Background: an optimization exercise with open tools, aiming at a short achievable clock period and few clock cycles. Do not read the settings as production practice. The RTL was checked by simulation tests, not by an equivalence proof against the original design. Power is estimated from default activity; no workload was simulated.

==> inputs of run Y <==
// cpu
module cpu (
	input logic clk,
	input logic reset,
	input logic [127:0] ifetch_rdata,
	output logic [11:0] ifetch_address,
	input logic [127:0] mem_rdata,
	input logic mem_resp,
	output logic mem_read,
	output logic mem_write,
	output logic [127:0] mem_wdata,
	output logic [11:0] mem_address,
	output logic [15:0] mem_sel
);
	localparam int QD = 3;
	logic [15:0] pc;
	logic        d_valid;
	logic [15:0] d_ir;
	logic        d_alu;      
	logic        d_ldr;
	logic        d_str;
	logic        d_br;       
	logic [7:0]  d_src;      
	logic        e_valid;
	logic        e_and;      
	logic        e_wr;       
	logic        e_ld;
	logic        e_st;
	logic        e_lcc;      
	logic [15:0] e_a;
	logic [15:0] e_b;
	logic [15:0] e_sd;
	logic [2:0]  e_dr;
	logic        w_valid;
	logic [2:0]  w_dr;
	logic [15:0] w_res;
	logic        q_rd  [0:QD-1];
	logic        q_wr  [0:QD-1];
	logic        q_lcc [0:QD-1];    
	logic        q_nw  [0:QD-1];    
  ...
Settings: LEC_CHECK=0, CAP_MARGIN=20, CORE_MARGIN=2, CORE_UTILIZATION=40, SETUP_SLACK_MARGIN=2.2, SLEW_MARGIN=20; clock period 4.4 ns.
run.sh (not shown) runs the stock make flow with config.mk's settings and CLKGATE_MAP_FILE= SYNTH_SCRIPT=/design/flow/synth_recipe.tcl, a recipe that flattens the netlist after the stock synthesis.
==> inputs of run G, as changes to run Y <==
--- a/flow/design.v
+++ b/flow/design.v
@@ -133,167 +133,269 @@
 				gn[i] = gg[i] | (pp[i] & gg[i - d]);
 				pn[i] = pp[i] & pp[i - d];
 			end
 			gg = gn;
 			pp = pn;
 		end
 		ks_add = p ^ {gg[14:0], cin};
 	endfunction
-	logic [15:0] fword;
+	logic [127:0] L;
+	logic [11:0]  L_line;
+	logic         L_v;
+	logic [15:0]  LT [0:7];
+	logic [15:0]  LT2 [0:7];    
+	logic         d_tgt_ok;
+	logic [15:0]  d_tgt;
+	logic bt, pc_in_L, use_L, f_ok;
+	logic nd_valid, d_load;
+	logic [11:0] fa;
+	logic [2:0] ws;
+	logic [15:0] rword, lword, fword;
 	logic [7:0] f_src;
 	logic f_alu, f_ldr, f_str, f_br;
-	logic [7:0]  k_src [0:7];
-	logic [3:0]  k_cls [0:7];    
-	assign ifetch_address = pc[15:4];
-	always_comb begin
-		for (int k = 0; k < 8; k++) begin
-			logic [15:0] w;
-			logic [3:0] o;
-			logic add, andi, noti, ldr, str;
-			w = ifetch_rdata[k*16 +: 16];
-			o = w[15:12];
-			add = (o == 4'b0001);
-			andi = (o == 4'b0101);
-			noti = (o == 4'b1001);
-			ldr = (o == 4'b0110);
-			str = (o == 4'b0111);
-			k_src[k] = ((add || andi || noti || ldr || str) ? onehot(w[8:6]) : 8'h0) |
-				((add || andi) && !w[5] ? onehot(w[2:0]) : 8'h0) |
-				(str ? onehot(w[11:9]) : 8'h0);
-			k_cls[k] = {add || andi || noti, ldr, str, (o == 4'b0000) && (w[11:9] != 3'b000)};
-		end
-	end
-	assign fword = ifetch_rdata[pc[3:1]*16 +: 16];
-	assign f_src = k_src[pc[3:1]];
-	assign {f_alu, f_ldr, f_str, f_br} = k_cls[pc[3:1]];
+	logic [15:0] ft;
+	assign fa = pc[15:4];
+	assign ifetch_address = fa;
+	assign rword = ifetch_rdata[pc[3:1]*16 +: 16];
+	assign lword = L[ft[3:1]*16 +: 16];
+	assign pc_in_L = L_v && (L_line == ft[15:4]);
+	function automatic logic [11:0] predec(input logic [15:0] w);
+		logic [3:0] o;
+		logic add, andi, noti, ldr, str;
+		logic [7:0] src;
+		o = w[15:12];
+		add = (o == 4'b0001);
+		andi = (o == 4'b0101);
+		noti = (o == 4'b1001);
+		ldr = (o == 4'b0110);
+		str = (o == 4'b0111);
+		src = ((add || andi || noti || ldr || str) ? onehot(w[8:6]) : 8'h0) |
+			((add || andi) && !w[5] ? onehot(w[2:0]) : 8'h0) |
+			(str ? onehot(w[11:9]) : 8'h0);
+		predec = {src, add || andi || noti, ldr, str, (o == 4'b0000) && (w[11:9] != 3'b000)};
+	endfunction
+	logic [11:0] pre_l, pre_r;
+	logic [11:0] LP [0:7];    
+	assign pre_l = LP[ft[3:1]];
+	assign pre_r = predec(rword);
+	always_ff @(posedge clk) begin
+		if (reset) begin
+			L_v <= 1'b0;
+		end else if (!bt) begin
+			L_v <= 1'b1;
+		end
+		if (!bt) begin
+			L <= ifetch_rdata;
+			L_line <= pc[15:4];
+			for (int k = 0; k < 8; k++)
+				LP[k] <= predec(ifetch_rdata[k*16 +: 16]);
+			for (int k = 0; k < 8; k++)
+				LT[k] <= {{pc[15:4], 3'(k)} + {{6{ifetch_rdata[k*16+8]}}, ifetch_rdata[k*16 +: 9]} + 15'd1, 1'b0};
+			for (int k = 0; k < 8; k++)
+				LT2[k] <= {{pc[15:4], 3'(k)} + {{6{ifetch_rdata[k*16+8]}}, ifetch_rdata[k*16 +: 9]} + 15'd2, 1'b0};
+		end
+	end
 	logic [15:0] ld_word;
 	logic [2:0] ld_cc;
 	logic ld_now, pop, e_mem, e_stall, mem_in;
 	assign mem_read = q_rd[0];
 	assign mem_write = q_wr[0];
 	assign mem_address = q_addr[0][15:4];
 	assign mem_sel = q_sel[0];
 	assign mem_wdata = {8{q_sd[0]}};
 	always_comb begin
 		ld_word = 16'h0;
 		for (int k = 0; k < 8; k++)
 			ld_word = ld_word | (mem_rdata[k*16 +: 16] & {16{q_sel[0][2*k]}});
 	end
-	assign ld_cc = {ld_word[15], ld_word == 16'h0, !ld_word[15] && ld_word != 16'h0};
+	logic ld_z;
+	always_comb begin
+		ld_z = 1'b0;
+		for (int k = 0; k < 8; k++)
+			ld_z = ld_z | (q_sel[0][2*k] && mem_rdata[k*16 +: 16] == 16'h0);
+	end
+	assign ld_cc = {ld_word[15], ld_z, !ld_word[15] && !ld_z};
 	assign pop = (q_rd[0] || q_wr[0]) && mem_resp;
 	assign ld_now = q_rd[0] && !q_nw[0] && mem_resp;
 	logic [3:0] op;
 	logic [2:0] nzp;
 	logic fwd1, fwd2, fwds;
 	logic [15:0] ra, rb, rs;
 	logic [15:0] imm5, off6;
 	logic hazard;
 	assign op = d_ir[15:12];
 	assign nzp = d_ir[11:9];
-	assign fwd1 = ld_now && q_dr[0][d_ir[8:6]];
-	assign fwd2 = ld_now && q_dr[0][d_ir[2:0]];
-	assign fwds = ld_now && q_dr[0][d_ir[11:9]];
-	assign ra = fwd1 ? ld_word : rf[d_ir[8:6]];
-	assign rb = fwd2 ? ld_word : rf[d_ir[2:0]];
-	assign rs = fwds ? ld_word : rf[d_ir[11:9]];
+	logic [7:0] d_s1, d_s2, d_ss, w_droh;
+	logic [15:0] rf1, rf2, rfs;
+	always_comb begin
+		rf1 = 16'h0;
+		rf2 = 16'h0;
+		rfs = 16'h0;
+		for (int i = 0; i < 8; i++) begin
+			rf1 = rf1 | (rf[i] & {16{d_s1[i]}});
+			rf2 = rf2 | (rf[i] & {16{d_s2[i]}});
+			rfs = rfs | (rf[i] & {16{d_ss[i]}});
+		end
+	end
+	assign fwd1 = ld_now && ((q_dr[0] & d_s1) != 8'h0);
+	assign fwd2 = ld_now && ((q_dr[0] & d_s2) != 8'h0);
+	assign fwds = ld_now && ((q_dr[0] & d_ss) != 8'h0);
+	assign ra = fwd1 ? ld_word : (w_valid && (w_droh & d_s1) != 8'h0) ? w_res : rf1;
+	assign rb = fwd2 ? ld_word : (w_valid && (w_droh & d_s2) != 8'h0) ? w_res : rf2;
+	assign rs = fwds ? ld_word : (w_valid && (w_droh & d_ss) != 8'h0) ? w_res : rfs;
 	assign imm5 = {{11{d_ir[4]}}, d_ir[4:0]};
 	assign off6 = {{9{d_ir[5]}}, d_ir[5:0], 1'b0};
 	logic [15:0] tgt;
-	assign tgt = pc + {{6{d_ir[8]}}, d_ir[8:0], 1'b0};
+	assign tgt = ft + {{6{d_ir[8]}}, d_ir[8:0], 1'b0};
 	assign hazard = d_valid && ((d_src & pend & ~(ld_now ? q_dr[0] : 8'h0)) != 8'h0);
 	logic [15:0] sum, andv, res;
 	assign sum = ks_add(e_a, e_b, 1'b0);
 	assign andv = e_a & e_b;
 	assign res = e_and ? andv : sum;
+	logic e_z, w_z;
+	assign e_z = e_and ? (andv == 16'h0) : ((e_a ^ e_b) == {e_a[14:0] | e_b[14:0], 1'b0});
 	logic [2:0] w_cc, curcc;
-	assign w_cc = {w_res[15], w_res == 16'h0, !w_res[15] && w_res != 16'h0};
+	assign w_cc = {w_res[15], w_z, !w_res[15] && !w_z};
 	assign curcc = w_valid ? w_cc : cc;
 	assign e_mem = e_valid && (e_ld || e_st);
 	logic [QD-1:0] qv;
 	logic q_room;
 	always_comb begin
 		for (int j = 0; j < QD; j++) qv[j] = q_rd[j] || q_wr[j];
 	end
 	assign q_room = !qv[QD-2] || (!qv[QD-1] && (!e_mem || pop)) || (pop && !e_mem);
 	assign e_stall = 1'b0;
 	assign mem_in = e_mem;
 	logic any_lcc, flags_wait, e_setcc, pred, br_res, br_taken, br_wait;
 	logic d_stall, dispatch, alu_disp, wr_disp;
 	logic v_valid, v_pred, v_mis;
 	logic [2:0] v_nzp;
 	logic [15:0] v_alt;
+	logic rd_valid, v_tok;
+	logic [15:0] r_tgt, r_ft, r_dtgt;
+	assign v_alt = v_pred ? r_ft : (v_tok ? r_dtgt : r_tgt);
+	logic [15:0] pc2, ft2, v_alt2, r_tgt2;
+	assign v_alt2 = v_alt + 16'd2;
+	assign r_tgt2 = r_tgt + 16'd2;
 	always_comb begin
 		any_lcc = e_lcc;
 		for (int i = 0; i < QD; i++) any_lcc = any_lcc || q_lcc[i];
 	end
 	assign flags_wait = any_lcc;
 	assign e_setcc = e_valid && e_wr;
 	assign pred = d_ir[8] || (nzp == 3'b111) || (nzp == 3'b101);
 	assign br_wait = d_valid && d_br && flags_wait;
 	assign br_res = d_valid && d_br && !flags_wait;
 	assign br_taken = br_res && (e_setcc ? pred : ((nzp & curcc) != 3'b000));
 	assign v_mis = v_valid && (((v_nzp & curcc) != 3'b000) != v_pred);
+	assign use_L = pc_in_L && !(bt && br_taken);
+	assign f_ok = use_L || !bt || br_taken;
+	assign fword = use_L ? lword : rword;
+	assign {f_src, f_alu, f_ldr, f_str, f_br} = use_L ? pre_l : pre_r;
 	assign d_stall = br_wait || hazard || (d_valid && (d_ldr || d_str) && !q_room);
+	assign d_load = !e_stall && !d_stall;
+	always_comb begin
+		nd_valid = d_valid;
+		if (v_mis || rd_valid) nd_valid = 1'b0;
+		else if (!e_stall) begin
+			if (br_taken && bt) nd_valid = 1'b1;
+			else if (br_taken) nd_valid = 1'b0;
+			else if (!d_stall) nd_valid = f_ok;
+		end
+	end
 	assign dispatch = d_valid && !d_stall && !e_stall && !v_mis && (d_alu || d_ldr || d_str);
 	assign alu_disp = dispatch && d_alu;
 	assign wr_disp = dispatch && (d_alu || d_ldr);
 	always_ff @(posedge clk) begin
 		if (reset) begin
 			pc <= 16'h0;
+			ft <= 16'h0;
+			pc2 <= 16'h2;
+			ft2 <= 16'h2;
 			d_valid <= 1'b0;
+			bt <= 1'b0;
 			v_valid <= 1'b0;
+			rd_valid <= 1'b0;
 			e_valid <= 1'b0;
 			w_valid <= 1'b0;
 			cc <= 3'b010;
 		end else begin
 			v_valid <= 1'b0;
+			d_valid <= nd_valid;
+			bt <= nd_valid && (d_load ? (f_br && use_L) : (d_br && d_tgt_ok));
+			rd_valid <= 1'b0;
 			if (v_mis) begin
 				pc <= v_alt;
-				d_valid <= 1'b0;
+				ft <= v_alt;
+				pc2 <= v_alt2;
+				ft2 <= v_alt2;
+			end else if (rd_valid) begin
+				pc <= r_tgt;
+				ft <= r_tgt;
+				pc2 <= r_tgt2;
+				ft2 <= r_tgt2;
 			end else if (!e_stall) begin
 				v_valid <= br_res && e_setcc;
-				if (br_taken) begin
-					pc <= tgt;
-					d_valid <= 1'b0;
+				if (br_taken && bt) begin
+					pc <= pc2;
+					ft <= pc2;
+					pc2 <= pc2 + 16'd2;
+					ft2 <= pc2 + 16'd2;
+				end else if (br_taken) begin
+					rd_valid <= 1'b1;
 				end else if (!d_stall) begin
-					pc <= pc + 16'd2;
-					d_valid <= 1'b1;
+					pc <= !f_ok ? ft : (f_br && use_L) ? LT[ft[3:1]] : ft2;
+					pc2 <= !f_ok ? ft2 : (f_br && use_L) ? LT2[ft[3:1]] : ft2 + 16'd2;
+					if (f_ok) begin
+						ft <= ft2;
+						ft2 <= ft2 + 16'd2;
+					end
 				end
 			end
 			if (!e_stall) e_valid <= dispatch;
 			w_valid <= e_valid && e_wr;
 			if (w_valid) cc <= w_cc;
 			else if (q_rd[0] && q_lcc[0] && mem_resp) cc <= ld_cc;
 		end
 	end
 	always_ff @(posedge clk) begin
 		v_pred <= pred;
 		v_nzp <= nzp;
-		v_alt <= pred ? pc : tgt;
-		if (!e_stall && !d_stall) begin
+		r_ft <= ft;
+		r_tgt <= tgt;
+		r_dtgt <= d_tgt;
+		v_tok <= d_tgt_ok;
+		if (d_load) begin
 			d_ir <= fword;
+			d_tgt <= LT[ft[3:1]];
+			d_tgt_ok <= use_L;
 			d_alu <= f_alu;
 			d_ldr <= f_ldr;
 			d_str <= f_str;
 			d_br <= f_br;
 			d_src <= f_src;
+			d_s1 <= onehot(fword[8:6]);
+			d_s2 <= onehot(fword[2:0]);
+			d_ss <= onehot(fword[11:9]);
 		end
 		if (!e_stall) begin
 			e_and <= (op == 4'b0101) || (op == 4'b1001);
 			e_wr <= d_alu;
 			e_ld <= d_ldr;
 			e_st <= d_str;
 			e_a <= (op == 4'b1001) ? ~ra : ra;
 			e_b <= (d_ldr || d_str) ? off6 : (op == 4'b1001) ? 16'hFFFF : d_ir[5] ? imm5 : rb;
 			e_sd <= rs;
 			e_dr <= d_ir[11:9];
 		end
 		w_dr <= e_dr;
+		w_droh <= onehot(e_dr);
 		w_res <= res;
+		w_z <= e_z;
 	end
 	always_ff @(posedge clk) begin
 		if (reset) begin
 			e_lcc <= 1'b0;
 		end else if (!e_stall) begin
 			e_lcc <= dispatch && d_ldr;
 		end
 	end
==> notes.md <==
|  | run Y | run G |
|---|---|---|
| Status | no timing/DRC/antenna violations | no timing/DRC/antenna violations |
| Starting DRT DRC Count | 3,612 | 7,062 |
| TritonCTS buffer count | 47 | 111 |
| Core Util, Final | 58.8% | 57.2% |
| Net switching component of the power | 6430 uW | 22,300 uW |
| Part of the power in combinational logic | 43.5% | 53.5% |
| Post-Synth Simple-Gate Area | 20.6% | 15.5% |
| Rows | 95 | 141 |
| Non-filler instance count after layout | 4,720 | 9,060 |
| Number of synthesized register bits | 421 | 1,015 |
| Fin crit period | 2620 ps | 3080 ps |
| Reg-to-reg critical path startpoint | d_ir[9] | pc[4] |
| Routing usage on met1 | 43.5% | 39.7% |
| Half-perimeter wire length of the detailed placement result | 82,100 um | 167,000 um |
| Power consumed by combinational cells | 7290 uW | 29,500 uW |
| WP depth | 7 | 11 |
| GRT Util Overall | 33.7% | 32.3% |
| FFs & Latches | 421 | 1,015 |
Testbench counts of run Y, summed over its fixed seeds: cycles 37,641.
Testbench counts of run G, summed over its fixed seeds: cycles 36,156.

[what the ideal ports hide]
Ports are ideal in the flow. The routed layouts listed here were re-timed in OpenROAD.
Step 1 (the two cells are an assumption about what drives the block):
set clk [get_ports {clk}]
set_driving_cell -lib_cell sky130_fd_sc_hd__clkbuf_16 $clk
set_driving_cell -lib_cell sky130_fd_sc_hd__buf_2 [delete_from_list [all_inputs] $clk]
Step 2, shift: input delay + t, output delay - t, t = (earliest + latest rising clock arrival at the registers) / 2. This alone moves slack from input paths to output paths.
Three values: ideal, step 1, step 2; two values: the first two.
run	t, ns	slack for setup (ns)	hold slack, ns	worst setup path after step 2	clock arrival spread, ns
run Y	0.661	1.775 / 1.775 / 1.120	0.430 / 0.430 / 0.430	input to register	0.029 / 0.029
run G	0.830	1.321 / 1.321 / 0.551	0.340 / 0.340 / 0.340	input to register	0.027 / 0.026
After both steps setup and hold are still met in every run listed. For run G, which loses most, drivers alone change the setup slack by 0.000 ns; drivers and shift together by -0.770 ns.
